This design comes from an exercise in tuning for a short achievable clock period and few clock cycles on the open sky130 flow, not from production work.
In this exercise RTL edits were held to simulation tests only and were not proved equivalent to the original.

`config.mk`:
```
export PLATFORM = sky130hd
export DESIGN_NAME = cpuTop
export DESIGN_NICKNAME = cpuTop
export VERILOG_FILES = /design/flow/design.v
export SDC_FILE = /design/flow/constraint.sdc
export NUM_CORES = 4
export LEC_CHECK = 0
export CAP_MARGIN = 20
export CORE_MARGIN = 2
export CORE_UTILIZATION = 40
export SLEW_MARGIN = 20
```
`constraint.sdc`:
```
create_clock -name core_clock -period 10.0 [get_ports {clk}]
set_input_delay 2.0000 -clock core_clock [delete_from_list [all_inputs] [get_ports {clk}]]
set_output_delay 2.0000 -clock core_clock [all_outputs]
set_load 0.01 [all_outputs]
```
`design.v`:
```
`default_nettype none
package busPkg;
  localparam int ApbAddrWidth = 8;    
  typedef enum logic [1:0] {
    RegionCtrl   = 2'b00,
    RegionReg    = 2'b01,
    RegionImemLo = 2'b10,
    RegionImemHi = 2'b11
  } regionT;
  localparam logic [ApbAddrWidth-1:0] CtrlAddr = 8'h00;   
  localparam logic [ApbAddrWidth-1:0] PcAddr = 8'h01;
  typedef enum logic [1:0] {
    StIdle,
    StFetch,
    StExecute,
    StHalted
  } stateT;
endpackage
`default_nettype wire
`default_nettype none
package isaPkg;
  localparam int DataWidth = 16;    
  localparam int RegAddrWidth = 4;
  typedef enum logic [3:0] {
    OpAdd    = 4'b0000,
    OpSub    = 4'b0001,
    OpRed    = 4'b0010,
    OpXor    = 4'b0011,
    OpSll    = 4'b0100,
    OpSra    = 4'b0101,
    OpRor    = 4'b0110,
    OpPaddsb = 4'b0111,
    OpLw     = 4'b1000,
    OpSw     = 4'b1001,
    OpLhb    = 4'b1010,
    OpLlb    = 4'b1011,
    OpB      = 4'b1100,
    OpBr     = 4'b1101,
    OpPcs    = 4'b1110,
    OpHlt    = 4'b1111
  } opcodeT;
  typedef enum logic [2:0] {
    CondNe     = 3'b000,
    CondEq     = 3'b001,
    CondGt     = 3'b010,
    CondLt     = 3'b011,
    CondGte    = 3'b100,
    CondLte    = 3'b101,
    CondOv     = 3'b110,
    CondUncond = 3'b111
  } condT;
  localparam int FlagN = 2;
  localparam int FlagV = 1;
  localparam int FlagZ = 0;
endpackage
`default_nettype wire
`timescale 1ns/100ps
`default_nettype none
module instrMem #(
  parameter int ImemDepth = 64
) (
  input  logic                         clk,
  input  logic                         wrEn,
  input  logic [$clog2(ImemDepth)-1:0] wrIndex,
  input  logic [isaPkg::DataWidth-1:0] wrData,
  input  logic                         rdEn,
  input  logic [$clog2(ImemDepth)-1:0] rdIndex,
  output logic [isaPkg::DataWidth-1:0] instr
);
  logic [isaPkg::DataWidth-1:0] mem [ImemDepth];
  always_ff @(posedge clk) begin
    if (wrEn) begin
      mem[wrIndex] <= wrData;
    end
  end
  always_ff @(posedge clk) begin
    if (rdEn) begin
      instr <= mem[rdIndex];
    end
  end
endmodule
`default_nettype wire
`timescale 1ns/100ps
`default_nettype none
module regFile (
  input  logic                            clk,
  input  logic                            rstN,
  input  logic [isaPkg::RegAddrWidth-1:0] rdAddr1,
  input  logic [isaPkg::RegAddrWidth-1:0] rdAddr2,
  output logic [isaPkg::DataWidth-1:0]    rdData1,
  output logic [isaPkg::DataWidth-1:0]    rdData2,
  input  logic                            wrEn,
  input  logic [isaPkg::RegAddrWidth-1:0] wrAddr,
  input  logic [isaPkg::DataWidth-1:0]    wrData
);
  localparam int NumRegs = 2 ** isaPkg::RegAddrWidth;
  logic [isaPkg::DataWidth-1:0] regs [1:NumRegs-1];
  always_ff @(posedge clk or negedge rstN) begin
    if (!rstN) begin
      for (int i = 1; i < NumRegs; i++) begin
        regs[i] <= '0;
      end
    end else if (wrEn && (wrAddr != '0)) begin
      regs[wrAddr] <= wrData;   
    end
  end
  assign rdData1 = (rdAddr1 == '0) ? '0 : regs[rdAddr1];
  assign rdData2 = (rdAddr2 == '0) ? '0 : regs[rdAddr2];
endmodule
`default_nettype wire
`timescale 1ns/100ps
`default_nettype none
module aluFlags (
  input  logic                         clk,
  input  logic                         rstN,
  input  logic [3:0]                   opcode,
  input  logic [isaPkg::DataWidth-1:0] operandA,
  input  logic [isaPkg::DataWidth-1:0] operandB,
  input  logic [7:0]                   imm8,
  input  logic [2:0]                   cond,
  input  logic                         update,
  input  logic                         clearFlags,
  output logic [isaPkg::DataWidth-1:0] result,
  output logic                         taken,
  output logic [2:0]                   flags
);
  localparam logic [isaPkg::DataWidth-1:0] MaxPos = {1'b0, {(isaPkg::DataWidth-1){1'b1}}};
  localparam logic [isaPkg::DataWidth-1:0] MaxNeg = {1'b1, {(isaPkg::DataWidth-1){1'b0}}};
  logic                 isSub;
  logic [isaPkg::DataWidth-1:0] addB;
  logic [isaPkg::DataWidth-1:0] rawSum;
  logic [isaPkg::DataWidth-1:0] satSum;
  logic                 overflow;
  assign isSub = (opcode == isaPkg::OpSub);
  assign addB = isSub ? ~operandB : operandB;
  assign rawSum = operandA + addB + {{(isaPkg::DataWidth-1){1'b0}}, isSub};
  assign overflow = (operandA[isaPkg::DataWidth-1] == addB[isaPkg::DataWidth-1]) &&
                    (rawSum[isaPkg::DataWidth-1] != operandA[isaPkg::DataWidth-1]);
  assign satSum = !overflow ? rawSum : (operandA[isaPkg::DataWidth-1] ? MaxNeg : MaxPos);
  always_comb begin
    case (opcode)
      isaPkg::OpAdd, isaPkg::OpSub: result = satSum;
      isaPkg::OpXor:        result = operandA ^ operandB;
      isaPkg::OpLlb:        result = {operandA[isaPkg::DataWidth-1:8], imm8};   
      isaPkg::OpLhb:        result = {imm8, operandA[7:0]};              
      default:      result = '0;
    endcase
  end
  always_ff @(posedge clk or negedge rstN) begin
    if (!rstN) begin
      flags <= '0;
    end else if (clearFlags) begin
      flags <= '0;
    end else if (update) begin
      case (opcode)
        isaPkg::OpAdd, isaPkg::OpSub: begin
          flags[isaPkg::FlagN] <= result[isaPkg::DataWidth-1];
          flags[isaPkg::FlagV] <= overflow;
          flags[isaPkg::FlagZ] <= (result == '0);
        end
        isaPkg::OpXor: flags[isaPkg::FlagZ] <= (result == '0);   
        default: ;
      endcase
    end
  end
  always_comb begin
    case (cond)
      isaPkg::CondNe:     taken = !flags[isaPkg::FlagZ];
      isaPkg::CondEq:     taken = flags[isaPkg::FlagZ];
      isaPkg::CondGt:     taken = !flags[isaPkg::FlagZ] && !flags[isaPkg::FlagN];
      isaPkg::CondLt:     taken = flags[isaPkg::FlagN];
      isaPkg::CondGte:    taken = flags[isaPkg::FlagZ] || !flags[isaPkg::FlagN];
      isaPkg::CondLte:    taken = flags[isaPkg::FlagN] || flags[isaPkg::FlagZ];
      isaPkg::CondOv:     taken = flags[isaPkg::FlagV];
      isaPkg::CondUncond: taken = 1'b1;
    endcase
  end
endmodule
`default_nettype wire
`timescale 1ns/100ps
`default_nettype none
module pcCounter (
  input  logic                         clk,
  input  logic                         rstN,
  input  logic                         step,
  input  logic                         load,
  input  logic                         clear,
  input  logic [8:0]                   offset,
  output logic [isaPkg::DataWidth-1:0] pc
);
  logic [isaPkg::DataWidth-1:0] pcPlus2;
  logic [isaPkg::DataWidth-1:0] branchDisp;
  assign pcPlus2 = pc + isaPkg::DataWidth'(2);
  assign branchDisp = {{(isaPkg::DataWidth-10){offset[8]}}, offset, 1'b0};
  always_ff @(posedge clk or negedge rstN) begin
    if (!rstN) begin
      pc <= '0;
    end else if (clear) begin
      pc <= '0;                        
    end else if (load) begin
      pc <= pcPlus2 + branchDisp;
    end else if (step) begin
      pc <= pcPlus2;
    end
  end
endmodule
`default_nettype wire
`timescale 1ns/100ps
`default_nettype none
module coreFsm #(
  parameter int ImemDepth = 64
) (
  input  logic                            clk,
  input  logic                            rstN,
  input  logic                            psel,
  input  logic                            penable,
  input  logic                            pwrite,
  input  logic [busPkg::ApbAddrWidth-1:0] paddr,
  input  logic [isaPkg::DataWidth-1:0]    pwdata,
  output logic [isaPkg::DataWidth-1:0]    prdata,
  input  logic [isaPkg::DataWidth-1:0]    instr,
  input  logic [isaPkg::DataWidth-1:0]    rdData1,
  input  logic [isaPkg::DataWidth-1:0]    pc,
  input  logic                            taken,
  output logic                            wrEn,
  output logic [$clog2(ImemDepth)-1:0]    wrIndex,
  output logic                            rdEn,
  output logic [$clog2(ImemDepth)-1:0]    rdIndex,
  output logic [isaPkg::RegAddrWidth-1:0] rdAddr1,
  output logic [isaPkg::RegAddrWidth-1:0] rdAddr2,
  output logic                            regWrEn,
  output logic [isaPkg::RegAddrWidth-1:0] wrAddr,
  output logic [3:0]                      opcode,
  output logic [2:0]                      cond,
  output logic [7:0]                      imm8,
  output logic                            update,
  output logic                            clearFlags,
  output logic                            step,
  output logic                            load,
  output logic                            clear,
  output logic [8:0]                      offset,
  output logic                            hlt
);
  localparam int IdxWidth = $clog2(ImemDepth);
  busPkg::stateT  state;
  busPkg::stateT  stateNext;
  busPkg::regionT region;
  logic   apbWrite;
  logic   apbRead;
  logic   busy;
  logic   startReq;
  logic   inExecute;
  logic   writesReg;
  assign apbWrite = psel && penable && pwrite;
  assign apbRead = psel && penable && !pwrite;
  assign region = busPkg::regionT'(paddr[busPkg::ApbAddrWidth-1 -: 2]);
  assign busy = (state == busPkg::StFetch) || (state == busPkg::StExecute);
  assign inExecute = (state == busPkg::StExecute);
  assign hlt = (state == busPkg::StHalted);
  assign startReq = apbWrite && (paddr == busPkg::CtrlAddr) && pwdata[0] && !busy;
  always_ff @(posedge clk or negedge rstN) begin
    if (!rstN) begin
      state <= busPkg::StIdle;
    end else begin
      state <= stateNext;
    end
  end
  always_comb begin
    stateNext = state;
    case (state)
      busPkg::StIdle, busPkg::StHalted: if (startReq) stateNext = busPkg::StFetch;
      busPkg::StFetch:          stateNext = busPkg::StExecute;
      busPkg::StExecute:        stateNext = (opcode == isaPkg::OpHlt) ? busPkg::StHalted : busPkg::StFetch;
    endcase
  end
  assign opcode = isaPkg::opcodeT'(instr[15:12]);
  assign cond = isaPkg::condT'(instr[11:9]);
  assign imm8 = instr[7:0];
  assign offset = instr[8:0];
  assign wrAddr = instr[11:8];
  assign rdAddr2 = instr[3:0];
  always_comb begin
    if (!busy) begin
      rdAddr1 = paddr[isaPkg::RegAddrWidth-1:0];   
    end else if (instr[15:13] == 3'b101) begin
      rdAddr1 = instr[11:8];               
    end else begin
      rdAddr1 = instr[7:4];
    end
  end
  always_comb begin
    case (opcode)
      isaPkg::OpAdd, isaPkg::OpSub, isaPkg::OpXor, isaPkg::OpLlb, isaPkg::OpLhb: writesReg = 1'b1;
      default:                           writesReg = 1'b0;   
    endcase
  end
  assign regWrEn = inExecute && writesReg;
  assign update = inExecute;
  assign load = inExecute && (opcode == isaPkg::OpB) && taken;
  assign step = inExecute && !load && (opcode != isaPkg::OpHlt);   
  assign clear = startReq;
  assign clearFlags = startReq;
  assign rdEn = (state == busPkg::StFetch);
  assign rdIndex = pc[IdxWidth:1];
  assign wrEn = apbWrite && !busy &&
                ((region == busPkg::RegionImemLo) || (region == busPkg::RegionImemHi));
  assign wrIndex = paddr[IdxWidth-1:0];
  always_comb begin
    prdata = '0;
    if (apbRead) begin
      case (region)
        busPkg::RegionCtrl: begin
          if (paddr == busPkg::CtrlAddr) begin
            prdata = {{(isaPkg::DataWidth-2){1'b0}}, hlt, busy};
          end else if (paddr == busPkg::PcAddr) begin
            prdata = pc;
          end
        end
        busPkg::RegionReg: if (!busy) prdata = rdData1;
        default: ;
      endcase
    end
  end
endmodule
`default_nettype wire
`timescale 1ns/100ps
`default_nettype none
module cpuTop #(
  parameter int ImemDepth = 64
) (
  input  logic                            clk,
  input  logic                            rstN,
  input  logic                            psel,
  input  logic                            penable,
  input  logic                            pwrite,
  input  logic [busPkg::ApbAddrWidth-1:0] paddr,
  input  logic [isaPkg::DataWidth-1:0]    pwdata,
  output logic [isaPkg::DataWidth-1:0]    prdata,
  output logic [isaPkg::DataWidth-1:0]    pc,
  output logic                            hlt
);
  localparam int IdxWidth = $clog2(ImemDepth);
  logic [isaPkg::DataWidth-1:0]    instr;
  logic [isaPkg::DataWidth-1:0]    rdData1;
  logic [isaPkg::DataWidth-1:0]    rdData2;
  logic [isaPkg::DataWidth-1:0]    result;
  logic                    taken;
  logic                    memWrEn;
  logic [IdxWidth-1:0]     memWrIndex;
  logic                    memRdEn;
  logic [IdxWidth-1:0]     memRdIndex;
  logic [isaPkg::RegAddrWidth-1:0] rdAddr1;
  logic [isaPkg::RegAddrWidth-1:0] rdAddr2;
  logic                    regWrEn;
  logic [isaPkg::RegAddrWidth-1:0] wrAddr;
  isaPkg::opcodeT                  opcode;
  isaPkg::condT                    cond;
  logic [7:0]              imm8;
  logic                    update;
  logic                    clearFlags;
  logic                    step;
  logic                    load;
  logic                    clear;
  logic [8:0]              offset;
  coreFsm #(
    .ImemDepth(ImemDepth)
  ) i_coreFsm (
    .clk       (clk),
    .rstN      (rstN),
    .psel      (psel),
    .penable   (penable),
    .pwrite    (pwrite),
    .paddr     (paddr),
    .pwdata    (pwdata),
    .prdata    (prdata),
    .instr     (instr),
    .rdData1   (rdData1),
    .pc        (pc),
    .taken     (taken),
    .wrEn      (memWrEn),
    .wrIndex   (memWrIndex),
    .rdEn      (memRdEn),
    .rdIndex   (memRdIndex),
    .rdAddr1   (rdAddr1),
    .rdAddr2   (rdAddr2),
    .regWrEn   (regWrEn),
    .wrAddr    (wrAddr),
    .opcode    (opcode),
    .cond      (cond),
    .imm8      (imm8),
    .update    (update),
    .clearFlags(clearFlags),
    .step      (step),
    .load      (load),
    .clear     (clear),
    .offset    (offset),
    .hlt       (hlt)
  );
  instrMem #(
    .ImemDepth(ImemDepth)
  ) i_instrMem (
    .clk    (clk),
    .wrEn   (memWrEn),
    .wrIndex(memWrIndex),
    .wrData (pwdata),        
    .rdEn   (memRdEn),
    .rdIndex(memRdIndex),
    .instr  (instr)
  );
  regFile i_regFile (
    .clk    (clk),
    .rstN   (rstN),
    .rdAddr1(rdAddr1),
    .rdAddr2(rdAddr2),
    .rdData1(rdData1),
    .rdData2(rdData2),
    .wrEn   (regWrEn),
    .wrAddr (wrAddr),
    .wrData (result)
  );
  aluFlags i_aluFlags (
    .clk       (clk),
    .rstN      (rstN),
    .opcode    (opcode),
    .operandA  (rdData1),
    .operandB  (rdData2),
    .imm8      (imm8),
    .cond      (cond),
    .update    (update),
    .clearFlags(clearFlags),
    .result    (result),
    .taken     (taken),
    .flags     ()
  );
  pcCounter i_pcCounter (
    .clk   (clk),
    .rstN  (rstN),
    .step  (step),
    .load  (load),
    .clear (clear),
    .offset(offset),
    .pc    (pc)
  );
endmodule
`default_nettype wire
```
`run.sh`:
```
#!/bin/bash
# synth_recipe.tcl (not shown) runs the flow's synth.tcl, then flattens the netlist and writes it again
# the make line also repeats each setting of config.mk as NAME=value (left out here)
make -C /OpenROAD-flow-scripts/flow DESIGN_CONFIG=/design/flow/config.mk WORK_HOME=/design/flow/orfs CLKGATE_MAP_FILE= SYNTH_SCRIPT=/design/flow/synth_recipe.tcl finish
```
==> results of run 1 <==
routing by layer:
metal  part of all wire (%)  wire (µm)  track usage [%]  up-vias
met5                  0.018         31                0        -
met4                    4.3       7490             9.51        4
met3                    7.9      13900             4.50      407
met2                     45      79500             36.1     1723
met1                     43      74600             33.2    18800
li1                       -          -                -    16300
metrics by stage:
stage	hold WS, ps	area (µm²)	utilization (%)	worst slack, ps
detailed placement	514	60600	42.4	1370
floorplan	456	57400	-	3180
global placement	488	60600	42.4	1440
finish	530	65200	45.6	1680
CTS	527	65100	45.6	1830
global route	548	65200	45.6	1560
state kept, by name, indices dropped and copies added (netlist names):
signal            cells
i_regFile.regs      240
i_aluFlags.flags      3
i_pcCounter.pc       15
i_coreFsm.state       2
i_instrMem.mem     1024
i_instrMem.instr     16
kinds of logic after synthesis:
group                      after synthesis  synth area share [%]
xor gates and xnor gates                57                 0.870
muxes                                  463                  11.1
AOI/OAI and AO/OA                     1078                  12.0
other                                    1               0.00653
and+or+nand+nor                        883                  7.17
buffers and inverters                  335                  2.32
DFF                                   1300                  65.7
adders and majority gates               35                 0.785
cell usage after synthesis, drive strengths merged, types with 73 or more instances:
cell type  instances  area [µm²]
a22oi             96         726
mux2i            223        2240
mux2             111        1250
o21ai            244        1220
nor2             302        1140
o22ai             73         457
a21oi            358        1790
dfrtp            260        6510
edfxtp          1040       31200
buf               73         348
mux4             129        2910
nand2            244         916
nand3             99         495
clkbuf           226         848
critical path: stages:
cell,delay [ps]
clkdlybuf4s50_1,660
nor2b_1,260
nand2b_1,340
o21a_1,1000
a22oi_1,230
o221a_2,370
a32oi_1,470
a22oi_1,260
nor2_1,130
clkdlybuf4s50_1,560
cell type report:
cell class                 count  area share (%)
sequential                  1300            57.9
clock inverter                64            1.26
antenna                        2         0.00768
clock buffer                 186            5.73
inverter                      36           0.207
tap                         1903            3.65
multi-input combinational   2517            28.4
timing repair buffer         227            2.84
worst max-delay path by stage:
| stage | startpoint | to | slack, ps | cells past startpoint |
|---|---|---|---|---|
| 4_1_cts | paddr[1] | prdata[0] | 1830 | 10 |
| 3_3_place_gp | paddr[1] | i_aluFlags.flags[0]$_DFFE_PN0P_ | 1440 | 21 |
| 3_5_place_dp | paddr[1] | i_aluFlags.flags[0]$_DFFE_PN0P_ | 1370 | 19 |
| 2_1_floorplan | paddr[0] | i_aluFlags.flags[0]$_DFFE_PN0P_ | 3180 | 23 |
| 5_1_grt | paddr[1] | prdata[10] | 1560 | 11 |
| 6_report | paddr[1] | prdata[0] | 1680 | 10 |
==> impl_metrics.json, run 1 <==
{
  "placed_cells": 5981,
  "yosysUniqueCellTypes": 95,
  "cts_buffers": 137,
  "cp_data_required_time_ps": 8000,
  "hold_violations": 0,
  "grt_pass1_vias": 36100,
  "wl_per_cell_um": 28.2,
  "postRouteAntennaNets": 0,
  "status": "finished clean",
  "layout_common_cells": "edfxtp_1 (1,040), a21oi_1 (358), nor2_1 (291), dfrtp_1 (256), nand2_1 (237)",
  "post-route-min-period_ps": 8320,
  "grt_pass1_wl_um": 254000,
  "cts_buffer_depth": 3,
  "seq_area_mm2": 0.0377,
  "end_kind": "output pin",
  "drive_gt1_share_pct": 15.8,
  "tightest_slew_ps": 1220,
  "grt-ovfl-total": 0,
  "cts_resized": 0,
  "crit_type": "primary input to output pin",
  "crit_path_max_fanout": 25,
  "synth.net_count": 4215,
  "core_region_area_mm2": 0.143,
  "max_freq_ghz": 0.120,
  "rsz0062_at_grt": "false",
  "clock_sinks": 1300,
  "r2r_start": "i_coreFsm.state[0]$_DFFE_PN0P_",
  "drt_iter0_drc": 4792,
  "syn_area_mm2": 0.0574,
  "synth_ff_type": "edfxtp_1",
  "die_w_um": 383,
  "synthesis.instances": 4152,
  "worstPathArrival_ps": 6320,
  "avgSynthCellArea_um2": 13.8,
  "place_hpwl_um": 110000,
  "finalSetupTns_ps": 0,
  "fp.dieH_um": 383,
  "wl_um": 176000,
  "drc": 0,
  "htreeDepth": 4,
  "nFillCells": 12600,
  "grt_max_degree": 126,
  "finalSetupViolations": 0,
  "multi_input_area_mm2": 0.0185,
  "final_common_cell": "edfxtp_1",
  "path_clk_slew_ps": 50,
  "io_buffers": 60,
  "holdPathStages": 2,
  "fin_skew_ps": 45.8,
  "rr_worst_depth": 21,
  "async_flop_share_pct": 20.0,
  "clock_latency_ps": 770,
  "nets": 4282,
  "rows": 139,
  "timing.final.crit_share_pct": 83.2,
  "min_from": "i_regFile.regs[7][8]$_DFFE_PN0P_",
  "yosysWarningCount": 6,
  "relSlewSlack_pct": 18.9,
  "worstHoldPathType": "flip-flop to flip-flop",
  "vias": 37300,
  "dieArea_mm2": 0.147,
  "min_to": "i_regFile.regs[7][8]$_DFFE_PN0P_",
  "finalMaxSlewViolations": 0,
  "area_growth_pct": 13.6,
  "drt_pass1_iterations": 9,
  "grt_usage_pct": 23.6,
  "seq_area_frac_synth_pct": 65.7,
  "instances_no_fill": 6235,
  "via_per_inst": 5.98,
  "root_buffer": "clkbuf_16",
  "rrSetupSlack_ps": 2300,
  "top_level_ports": 62,
  "antenna_found_initial": 5,
  "maxCapViolCount": 0,
  "cp-start-kind": "primary input",
  "synth-seq-cells": 1300,
  "r2r_end": "i_regFile.regs[14][5]$_DFFE_PN0P_",
  "start_util_pct": 40.2,
  "synth_edf_count": 1040,
  "cts_setup_buffers": 0,
  "gp_congestion": 1.03,
  "cts_hold_buf": 0,
  "cts_tree": "yes"
}
Testbench counts, summed over its fixed seeds: cycles 83,688.
==> inputs of run 2 (changes only) <==
--- a/config.mk
+++ b/config.mk
@@ -8,4 +8,5 @@
 export CAP_MARGIN = 20
 export CORE_MARGIN = 2
 export CORE_UTILIZATION = 40
+export SETUP_SLACK_MARGIN = 5
 export SLEW_MARGIN = 20
==> run 2 against run 1 <==
Net effect:
- non-clock buffer count increased by 258
- critical path depth increased by 5
- setup slack improved by 1900 ps
- cell count increased by 4.3%
- sequential share of layout area decreased by 4.2 points
- register-to-register slack improved by 1400 ps
==> impl_metrics.json, run 2 <==
{
  "status": "finished clean",
  "maxCapViolCount": 0,
  "worstPathArrival_ps": 4430,
  "async_flop_share_pct": 20.0,
  "synth.net_count": 4215,
  "antenna_found_initial": 4,
  "worstHoldPathType": "flip-flop to flip-flop",
  "cts_hold_buf": 0,
  "max_freq_ghz": 0.155,
  "clock_latency_ps": 770,
  "dieArea_mm2": 0.147,
  "seq_area_frac_synth_pct": 65.7,
  "wl_per_cell_um": 28.9,
  "nFillCells": 12200,
  "avgSynthCellArea_um2": 13.8,
  "core_region_area_mm2": 0.143,
  "met1Wirelength_um": 75800,
  "grt_usage_pct": 24.9,
  "cts_buffer_depth": 3,
  "final_common_cell": "edfxtp_1",
  "fin_skew_ps": 46.0,
  "cts_tree": "yes",
  "top_register": "i_instrMem.mem",
  "drc": 0,
  "post-synth-top-count-cell": "edfxtp_1",
  "cp_data_required_time_ps": 8000,
  "gp_congestion": 0.963,
  "yosysUniqueCellTypes": 95,
  "drt_pass1_iterations": 12,
  "syn_area_mm2": 0.0574,
  "rows": 139,
  "die_w_um": 383,
  "finalSetupViolations": 0,
  "finalSetupTns_ps": 0,
  "via_per_inst": 6.16,
  "start_util_pct": 40.2,
  "hold_violations": 0,
  "grt-ovfl-total": 0,
  "drive_gt1_share_pct": 28.8,
  "pre_cts_ws_ps": 1030,
  "postRouteAntennaNets": 0,
  "synth_commonest_cells": "edfxtp_1 (1,040), a21oi_1 (358), nor2_1 (301)",
  "htreeDepth": 4,
  "synth_ff_type": "edfxtp_1",
  "end_kind": "output pin",
  "synthDominantCellAreaShare_pct": 54.4,
  "wl_um": 188000,
  "rsz0062_at_grt": "true",
  "vias": 40100,
  "synth-seq-cells": 1300,
  "grt_pass1_vias": 37800,
  "grt_max_degree": 170,
  "top_layer": "met4",
  "place_hpwl_um": 108000,
  "layout_common_cells": "edfxtp_1 (1,040), buf_4 (291), a21oi_1 (279), dfrtp_1 (256), nor2_1 (254)",
  "cp-start-kind": "primary input",
  "clock_sinks": 1300,
  "synth_largest_area_cell": "edfxtp_1",
  "reg_top3": "i_instrMem.mem: 1024 flops, i_regFile.regs: 240 flops, i_instrMem.instr: 16 flops",
  "crit_path_max_fanout": 10,
  "routed-wl-met2_um": 83000,
  "largest_reg_flops": 1024,
  "hold_slack_ps": 514,
  "grt_pass1_wl_um": 267000,
  "wl_met3_um": 19000,
  "top_level_ports": 62,
  "synthesis.instances": 4152,
  "drt_iter0_drc": 5423,
  "timing.final.crit_share_pct": 64.3,
  "relSlewSlack_pct": 15.4,
  "io_buffers": 60,
  "path_clk_slew_ps": 60,
  "tightest_slew_ps": 1270,
  "synth_edf_count": 1040,
  "yosysWarningCount": 6,
  "fp.dieH_um": 383,
  "finalMaxSlewViolations": 0,
  "timing.final.ws_setup_ps": 3570,
  "netlist_top_cells_area": "edfxtp_1 (54%), dfrtp_1 (11%), mux4_2 (5.1%), mux2i_1 (3.9%), a21oi_1 (3.1%)",
  "cts_buffers": 140,
  "root_buffer": "clkbuf_16",
  "area_growth_pct": 22.3,
  "crit_type": "primary input to output pin",
  "nets": 4551,
  "post-route-min-period_ps": 6430
}
-- run 2: cell counts after synthesis --
Identical to the previous run, type by type.
-- run 2: metrics by stage --
stage          cell area (µm²)  util [%]  instances
2_1_floorplan            57800         -       4152
3_3_place_gp             60700      42.4       5970
3_5_place_dp             60700      42.4       5970
4_1_cts                  68600      48.0       6427
5_1_grt                  70200      49.1       6499
6_report                 70200      49.1       6502
-- run 2: final timing paths --
path                                                       start                                end  slack (ps)  cells after the start
max in group asynchronous                                   rstN      i_pcCounter.pc[4]$_DFFE_PN0P_        7220                      2
worst min register to register  i_regFile.regs[4][0]$_DFFE_PN0P_   i_regFile.regs[4][0]$_DFFE_PN0P_         510                      2
worst max register to register    i_instrMem.instr[14]$_DFFE_PN_   i_regFile.regs[1][2]$_DFFE_PN0P_        3720                     35
worst min-delay path            i_regFile.regs[4][0]$_DFFE_PN0P_   i_regFile.regs[4][0]$_DFFE_PN0P_         510                      2
min in group asynchronous                                   rstN  i_regFile.regs[14][1]$_DFFE_PN0P_        1220                      1
worst max-delay path                                    paddr[0]                          prdata[2]        3570                     15
-- run 2: cells by family (layout without fill, tap and decap cells) --
| logic type | Yosys count | in the layout | share of synthesized area [%] |
|---|---|---|---|
| xor gates and xnor gates | 57 | 57 | 0.870 |
| and+or+nand+nor | 883 | 886 | 7.17 |
| muxes | 463 | 463 | 11.1 |
| DFF | 1300 | 1300 | 65.7 |
| AOI/OAI and AO/OA | 1078 | 1083 | 12.0 |
| buffers and inverters | 335 | 771 | 2.32 |
| adders and majority gates | 35 | 35 | 0.785 |
| other | 1 | 4 | 0.00653 |
-- run 2: area by class of cell --
type                       instances  area (µm²)  share of cell area [%]
antenna                            3        7.51                  0.0107
clock buffer                     169        3690                    5.26
clock inverter                    81         967                    1.38
inverter                          36         138                   0.196
multi-input combinational       2525       20600                    29.4
sequential                      1300       37700                    53.8
tap                             1903        2380                    3.39
timing repair buffer             485        4670                    6.65
-- run 2: worst max-delay path, cell delays in order --
cell and delay [ps]:
buf_12 120, nor2b_4 210, buf_4 170, nor2_4 50
buf_12 150, buf_4 190, nand2_2 180, o211a_1 270
nand4_1 170, buf_4 190, a21oi_4 220, inv_2 70
a22oi_2 190, nor2_1 80, buf_2 160
-- run 2: metal layers --
layer / track usage, % / up-vias
met1: 34.7 / 20100
met5: 0 / -
met2: 37.0 / 2417
li1: - / 16900
met4: 10.9 / 0
met3: 6.02 / 611
-- run 2: what timing repair did --
action	4_1_cts	5_1_grt
setup endpoints to repair	259	260
gates resized for setup	441	277
setup buffers	194	63
cloned	13	9
pin swaps	114	128

port drivers added, routing unchanged:
The results above use ideal ports. As a check the final layouts listed here were re-extracted and re-timed, cells and wires unchanged.
Step 1 sets driving cells, clkbuf_16 on the clock port and buf_2 on the other inputs (assumed; they add their load-dependent delay and slew).
Step 2, shift: input delay + t, output delay - t, t = (earliest + latest rising clock arrival at the registers) / 2. This alone moves slack from input paths to output paths.
Slacks: ideal / step 1 / step 2; pairs: ideal / step 1.
run | t, ns | setup slack, ns | worst hold slack (ns) | worst slew at a driven data input, ns
run 1 | 0.829 | 1.683 / 1.510 / 0.932 | 0.530 / 0.530 / 0.530 | 0.18
run 2 | 0.839 | 3.567 / 3.424 / 2.729 | 0.514 / 0.514 / 0.514 | 0.21
After both steps setup and hold are still met in every run listed. The setup slack of run 2, which loses most, moves by -0.143 ns with the drivers and by -0.838 ns with both steps.
